What follows belongs to an exercise in optimizing a design on an open flow for a short achievable clock period and few clock cycles per item; a production flow would make more cautious choices. Where RTL was checked, it was by simulation tests only, not by an equivalence proof against the original. Power figures rest on the tool's default switching activity, not on a simulated workload.

gamma:
## switch_top
module switch_top #(
	parameter int FIFO_DEPTH = 17
) (
	input wire logic to,
	input wire logic rst_n,
	input wire logic noc_to_dev_ctl,
	input wire logic [switch_pkg::BYTE_W-1:0] noc_to_dev_data,
	output logic [switch_pkg::NUM_PORTS-1:0] dev_tx_ctl,
	output logic [switch_pkg::NUM_PORTS-1:0][switch_pkg::BYTE_W-1:0] dev_tx_data,
	input wire logic [switch_pkg::NUM_PORTS-1:0] dev_rx_ctl,
	input wire logic [switch_pkg::NUM_PORTS-1:0][switch_pkg::BYTE_W-1:0] dev_rx_data,
	output logic noc_from_dev_ctl,
	output logic [switch_pkg::BYTE_W-1:0] noc_from_dev_data
);
	localparam int NP = switch_pkg::NUM_PORTS;
	switch_pkg::port_sel_t pkt_avail;
	switch_pkg::port_sel_t pkt_is_read;
	switch_pkg::port_sel_t rd;
	switch_pkg::port_sel_t start;
	logic [NP-1:0][switch_pkg::BYTE_W:0] head;
	switch_pkg::port_sel_t head_last_nxt;
	dest_router i_dest_router (
		.to              (to),
		.rst_n           (rst_n),
		.noc_to_dev_ctl  (noc_to_dev_ctl),
		.noc_to_dev_data (noc_to_dev_data),
		.dev_tx_ctl      (dev_tx_ctl),
		.dev_tx_data     (dev_tx_data)
	);
	for (genvar k = 0; k < NP; k++) begin : g_queue
		resp_queue #(
			.FIFO_DEPTH (FIFO_DEPTH)
		) i_resp_queue (
			.to          (to),
			.rst_n       (rst_n),
			.dev_rx_ctl  (dev_rx_ctl[k]),
			.dev_rx_data (dev_rx_data[k]),
			.rd          (rd[k]),
			.start       (start[k]),
  ...
Size: roughly 2,600 cells after synthesis, ~1,100 flip-flops, about 92 I/O pins, about 42,000 sq um of cells after synthesis.
export LEC_CHECK = 0
export ABC_CLOCK_PERIOD_IN_PS = 2000
export CAP_MARGIN = 20
export CORE_MARGIN = 2
export CORE_UTILIZATION = 40
export SETUP_SLACK_MARGIN = 2.4
export SLEW_MARGIN = 20
export TNS_END_PERCENT = 100
create_clock -name core_clock -period 4.5 [get_ports {to}]
standard.sh (not shown) runs the stock make flow with config.mk's settings and CLKGATE_MAP_FILE= SYNTH_SCRIPT=/design/flow/synth_recipe.tcl, a recipe that flattens the netlist after the stock synthesis.
==> flow/flow/run.sh <==
#!/bin/bash
# standard layout, with the port input buffers swapped for plain buffers after placement
set -euo pipefail
here=$(pwd)
res=$here/orfs/results/$FLOW_PLATFORM/switch_top/base
bash standard.sh place > std_place.log 2>&1
RES=$res openroad -no_init -exit flow/fix_inputs.tcl > fix_inputs.log 2>&1
bash standard.sh finish > std_finish.log 2>&1
==> flow/flow/fix_inputs.tcl <==
# port input buffers come out of buffer_ports as delay cells, which the later
# repairs leave alone; give them a plain buffer of the same function
read_db $::env(RES)/3_place.odb
set db [ord::get_db]
set block [ord::get_db_block]
set buf [$db findMaster sky130_fd_sc_hd__buf_4]
set n 0
foreach inst [$block getInsts] {
  set m [[$inst getMaster] getName]
  if {[string match "sky130_fd_sc_hd__clkdlybuf4s*" $m] && [string match "input*" [$inst getName]]} {
    $inst swapMaster $buf
    incr n
  }
}
puts "swapped $n input buffers"
detailed_placement
check_placement -verbose
write_db $::env(RES)/3_place.odb
[inputs] epsilon vs gamma
==> flow/run.sh (new file) <==
#!/bin/bash
# synth_recipe.tcl (not shown) runs the flow's synth.tcl, then flattens the netlist and writes it again
# the make line also repeats each setting of config.mk as NAME=value (left out here)
make -C /OpenROAD-flow-scripts/flow DESIGN_CONFIG=/design/flow/config.mk WORK_HOME=/design/flow/orfs CLKGATE_MAP_FILE= SYNTH_SCRIPT=/design/flow/synth_recipe.tcl finish
removed: flow/flow/run.sh
removed: flow/flow/fix_inputs.tcl
removed: flow/standard.sh
## What came out
epsilon: full flow OK, the timing, DRC and antenna checks passed
Number of global-route vias before repair: higher on epsilon
Between gamma and epsilon, share of final-layout standard cells stronger than drive strength 1 decreased.
Comparing total power for gamma and epsilon, the bigger number came from epsilon.
epsilon gives more signed area change from the synthesized netlist to the final layout than gamma did.
On epsilon: final critical-path setup slack is 0.017 ns lower than what gamma gave.
[epsilon vs gamma] total iterations of the first detailed-routing run: higher in epsilon
Looking at combinational power, epsilon sits above gamma.
Going from gamma to epsilon, cell area after layout grows by 1.0%.
Function was not checked in any run of this note: the RTL went through the layout flow alone.

switch_top, a different RTL version from the one above (not shown whole).
For scale: about 2600 cells after synthesis, ~1100 flip-flops, ~42000 um2 of cells after synthesis.
export LEC_CHECK = 0
export ABC_CLOCK_PERIOD_IN_PS = 1000
export CAP_MARGIN = 20
export CORE_MARGIN = 2
export CORE_UTILIZATION = 40
export GPL_TIMING_DRIVEN = 1
export SETUP_SLACK_MARGIN = 2.4
export SLEW_MARGIN = 20
export TNS_END_PERCENT = 100
create_clock -name core_clock -period 4.5 [get_ports {to}]
run.sh (not shown) runs the stock make flow with config.mk's settings and CLKGATE_MAP_FILE= SYNTH_SCRIPT=/design/flow/synth_recipe.tcl, a recipe that flattens the netlist after the stock synthesis.
Stock flow here: none of the scripts above is used.
The baseline finished with timing, DRC and antenna clean.
Next try:
--- a/flow/config.mk
+++ b/flow/config.mk
@@ -7,3 +7,3 @@
 export LEC_CHECK = 0
-export ABC_CLOCK_PERIOD_IN_PS = 1000
+export ABC_CLOCK_PERIOD_IN_PS = 2000
 export CAP_MARGIN = 20
@@ -11,3 +11,2 @@
 export CORE_UTILIZATION = 40
-export GPL_TIMING_DRIVEN = 1
 export SETUP_SLACK_MARGIN = 2.4
Result:
- clock power hardly moves
- synthesized area is unchanged
- sequential power is about the same
- synthesized cell count does not change
- core utilization is unchanged
- critical path depth stays the same
No run of this note included a check of the RTL's function; only the layout flow was run.

## branch garnet
Another version of the RTL of switch_top (not shown whole).
For scale: ~3500 cells after synthesis, about 960 flip-flops, about 92 I/O pins, roughly 0.040 mm2 of cells after synthesis.
==> flow/config.mk <==
export PLATFORM = sky130hd
export DESIGN_NAME = switch_top
export DESIGN_NICKNAME = switch_top
export VERILOG_FILES = /design/flow/design.v
export SDC_FILE = /design/flow/constraint.sdc
export NUM_CORES = 4
export LEC_CHECK = 0
export ABC_CLOCK_PERIOD_IN_PS = 2000
export CAP_MARGIN = 20
export CORE_MARGIN = 2
export CORE_UTILIZATION = 60
export SETUP_SLACK_MARGIN = 2.4
export SLEW_MARGIN = 20
export TNS_END_PERCENT = 100
==> flow/constraint.sdc <==
create_clock -name core_clock -period 4.5 [get_ports {to}]
set_input_delay 0.9000 -clock core_clock [delete_from_list [all_inputs] [get_ports {to}]]
set_output_delay 0.9000 -clock core_clock [all_outputs]
set_load 0.01 [all_outputs]
standard.sh (not shown) runs the stock make flow with config.mk's settings and CLKGATE_MAP_FILE= SYNTH_SCRIPT=/design/flow/synth_recipe.tcl, a recipe that flattens the netlist after the stock synthesis.
==> flow/flow/run.sh <==
#!/bin/bash
# standard layout with plain buffers on the ports (buffer_ports would pick delay cells,
# which the later repairs leave alone)
set -euo pipefail
here=$(pwd)
res=$here/orfs/results/$FLOW_PLATFORM/switch_top/base
export BUFFER_PORTS_ARGS="-buffer_cell sky130_fd_sc_hd__buf_4"
bash standard.sh place > std_place.log 2>&1
RES=$res openroad -no_init -exit flow/fix_ports.tcl > fix_ports.log 2>&1
bash standard.sh finish > std_finish.log 2>&1
==> flow/flow/fix_ports.tcl <==
# any port buffer still a delay cell gets a plain buffer of the same function
read_db $::env(RES)/3_place.odb
set db [ord::get_db]
set block [ord::get_db_block]
set buf [$db findMaster sky130_fd_sc_hd__buf_4]
set n 0
foreach inst [$block getInsts] {
  set m [[$inst getMaster] getName]
  if {[string match "sky130_fd_sc_hd__clkdlybuf4s*" $m] && ([string match "input*" [$inst getName]] || [string match "output*" [$inst getName]])} {
    $inst swapMaster $buf
    incr n
  }
}
puts "swapped $n port buffers"
detailed_placement
check_placement -verbose
write_db $::env(RES)/3_place.odb
Testbench counts of branch garnet, summed over its fixed seeds: cycles 7,595, items 1,536.
Relative to branch garnet, the following input files were edited for branch yarrow:
Settings: CORE_UTILIZATION changed from 60 to 70.
==> summary.txt <==
Measured against each other, branch garnet and branch yarrow differ in wire length, the lower figure coming from branch yarrow.
Detailed route wirelength on metal2: branch yarrow vs branch garnet up 2.5%
Summary of branch yarrow over branch garnet: cell count dropped about 3%, fraction of standard cell area in multi-input logic climbed 0.34 points, setup slack went down.
Area enclosed by the die boundary: branch yarrow vs branch garnet down 0.0098 mm2
Diff branch garnet -> branch yarrow: power lower; number of flops mapped to enable cells by yosys was more or less identical.
branch garnet and branch yarrow ended up with nearly the same final-stage net count.
branch yarrow against branch garnet; maximum frequency from static timing analysis is down by a few percent.
Final weighted congestion of routability-driven global placement (branch yarrow vs. branch garnet) increases by a few percent

-- separate check: timing with driven ports --
In the flow no input, the clock included, has a driving cell. The finished layouts below were timed again as built, in two steps.
Step 1 assumes that a clkbuf_16 drives the clock port and a buf_2 every other input.
Step 2 also shifts input and output timing later by t, the mid clock arrival at the registers, as if the neighbouring blocks saw the same clock.
Three values: ideal ports, drivers, drivers and shift; two values: the first two.
run | t, ns | slack for setup (ns) | worst register clock-pin slew, ns | worst slew at a driven data input, ns
gamma | 0.727 | 2.328 / 2.265 / 1.963 | 0.06 / 0.06 | 0.06
epsilon | 0.740 | 2.311 / 2.248 / 1.737 | 0.07 / 0.07 | 0.06
the first run of note 2 | 0.732 | 2.319 / 2.285 / 1.768 | 0.07 / 0.07 | 0.06
the second run of note 2 | 0.732 | 2.319 / 2.285 / 1.768 | 0.07 / 0.07 | 0.06
branch garnet | 0.693 | 2.419 / 2.355 / 1.943 | 0.06 / 0.06 | 0.05
branch yarrow | 0.685 | 2.369 / 2.306 / 1.841 | 0.07 / 0.07 | 0.05
After both steps every run listed still meets setup and hold. The setup slack of epsilon, which loses most, moves by -0.063 ns with the drivers and by -0.574 ns with both steps.
